This is an optimization exercise on Yosys and OpenROAD, whose aim is small area, a short achievable clock period and few clock cycles per item, not a production implementation.
The RTL was checked by simulation tests, not by an equivalence proof against the original design.
Power is estimated from default activity; no workload was simulated.

==> flow/design.v (excerpt) <==
module ex_stage_mc #(
   parameter int DATA_W  = 32,
   parameter int RADDR_W = 5,
   parameter int MUL_BPC = 1
) (
   input  logic               CLK,
   input  logic               RESET,
   input  logic               in_valid,
   output logic               in_ready,
   input  logic               flush,
   input  logic [DATA_W-1:0]  PCPlus4_in,
   input  logic [DATA_W-1:0]  imm_signExtended_in,
   input  logic [DATA_W-1:0]  imm_zeroExtended_in,
   input  logic [DATA_W-1:0]  rs_reg_in,
   input  logic [DATA_W-1:0]  rt_reg_in,
   input  logic [RADDR_W-1:0] rt_addr_in,
   input  logic [RADDR_W-1:0] rd_addr_in,
   input  logic [4:0]         shamt_in,
   input  logic               RegWriteD,
   input  logic               MemtoRegD,
   input  logic               MemWriteD,
   input  logic               BranchD,
   input  logic               JumpD,
   input  logic               RegDstD,
   input  logic [5:0]         ALUopD,
   input  logic [5:0]         ALUfunctD,
   output logic               out_valid,
   input  logic               out_ready,
  ...
Size: ~2800 cells after synthesis, about 380 I/O pins.
Settings: LEC_CHECK=0, CAP_MARGIN=0, CORE_MARGIN=2, CORE_UTILIZATION=40, SETUP_SLACK_MARGIN=4.0, SLEW_MARGIN=0; clock period 9.0 ns.
standard.sh (not shown) runs the stock make flow with config.mk's settings and CLKGATE_MAP_FILE= SYNTH_SCRIPT=/design/flow/synth_recipe.tcl, a recipe that flattens the netlist after the stock synthesis.
==> flow/flow/run.sh <==
#!/bin/bash
# The standard layout (standard.sh: the ORFS flow, from its standard synthesis to the
# final DEF), with one change: the placer buffers every input and output port with the
# smallest buffer, sky130_fd_sc_hd__buf_1, rather than its default pick (a 10 um2 delay
# buffer). Timing repair still resizes any port buffer that a path needs faster.
# The make output goes to standard.log; ORFS's per-step logs are under orfs/logs/.
set -euo pipefail
export BUFFER_PORTS_ARGS="-buffer_cell sky130_fd_sc_hd__buf_1"
bash standard.sh > standard.log 2>&1
Testbench counts at the start, summed over its fixed seeds: cycles 6,172, instrs 4,000.
Rerun with:
==> flow/run.sh (new file) <==
#!/bin/bash
# synth_recipe.tcl (not shown) runs the flow's synth.tcl, then flattens the netlist and writes it again
# the make line also repeats each setting of config.mk as NAME=value (left out here)
make -C /OpenROAD-flow-scripts/flow DESIGN_CONFIG=/design/flow/config.mk WORK_HOME=/design/flow/orfs CLKGATE_MAP_FILE= SYNTH_SCRIPT=/design/flow/synth_recipe.tcl finish
Settings changed: CAP_MARGIN 0 to 20, SETUP_SLACK_MARGIN 4.0 to 5.0, SLEW_MARGIN 0 to 20.
removed: flow/flow/run.sh
removed: flow/standard.sh
First-iteration DRC count went up by about 20%.
Cell area grows by 33%.
Total power grows by 35%.
Clock skew barely changes.
Die area does not change.
Setup slack gets better by 170 ps.
Maximum frequency rose by about 3.5%.
Core utilization went up by 15 points.
Count of clock-buffer cells in the layout does not change.
Rerun with:
Settings changed: SETUP_SLACK_MARGIN 5.0 to 4.5.
Combinational power went down by about 16%.
Area after synthesis does not change.
Via count went down by 5.3%.
Wire length went down by about 5.6%.
Cell count went down by about 4%.
Setup slack improved by 41 ps.
Worst hold slack stays flat.
Total power went down by about 13%.
Critical path depth went up by 9.
Register-to-register slack got worse by 50 ps.
Rerun with:
==> flow/flow/run.sh (new file) <==
#!/bin/bash
# The standard layout (standard.sh: the ORFS flow, from its standard synthesis to the
# final DEF), with one change: the placer buffers every input and output port with the
# smallest buffer, sky130_fd_sc_hd__buf_1, rather than its default pick (a 10 um2 delay
# buffer). Timing repair still resizes any port buffer that a path needs faster.
# The make output goes to standard.log; ORFS's per-step logs are under orfs/logs/.
set -euo pipefail
export BUFFER_PORTS_ARGS="-buffer_cell sky130_fd_sc_hd__buf_1"
bash standard.sh > standard.log 2>&1
==> flow/standard.sh (new file) <==
#!/bin/bash
# synth_recipe.tcl (not shown) runs the flow's synth.tcl, then flattens the netlist and writes it again
# the make line also repeats each setting of config.mk as NAME=value (left out here)
make -C /OpenROAD-flow-scripts/flow DESIGN_CONFIG=/design/flow/config.mk WORK_HOME=/design/flow/orfs CLKGATE_MAP_FILE= SYNTH_SCRIPT=/design/flow/synth_recipe.tcl "${@:-finish}"
Settings changed: CORE_UTILIZATION 40 to 50, SETUP_SLACK_MARGIN 4.5 to 4.0.
removed: flow/run.sh
What happened: Total power falls by 15%; wire length falls by 15%; non-clock buffer count falls by 223; worst setup slack loses 250 ps; fmax falls by 5.0%; clock skew barely changes; final cell count falls by 8.5%; area after synthesis does not change; core utilization rises by 2.6 points.

separate check: timing with driven ports:
In the flow no input, the clock included, has a driving cell. The finished layouts below were timed again as built, in two steps.
Step 1 (the two cells are an assumption about what drives the block):
set clk [get_ports {CLK}]
set_driving_cell -lib_cell sky130_fd_sc_hd__clkbuf_16 $clk
set_driving_cell -lib_cell sky130_fd_sc_hd__buf_2 [delete_from_list [all_inputs] $clk]
Step 2 moves the port delays by t, midway between the first and last clock arrival at a register: inputs arrive t later, outputs are due t later. That takes back most of the time a late clock gives input paths.
a / b / c = no drivers / after step 1 / after step 2; a / b = the first two.
run	shift t [ns]	slack for setup (ns)	worst hold slack (ns)	clock arrival spread, ns
the first run	0.583	4.069 / 4.006 / 3.558	0.446 / 0.446 / 0.446	0.022 / 0.022
the second run	0.586	4.234 / 4.172 / 3.933	0.456 / 0.456 / 0.456	0.020 / 0.020
the third run	0.575	4.275 / 4.230 / 3.719	0.454 / 0.454 / 0.454	0.022 / 0.022
the fourth run	0.579	4.025 / 4.012 / 3.480	0.442 / 0.442 / 0.442	0.020 / 0.020
After both steps every run listed still meets setup and hold. For the third run, which loses most, drivers alone change the setup slack by -0.045 ns; drivers and shift together by -0.556 ns.
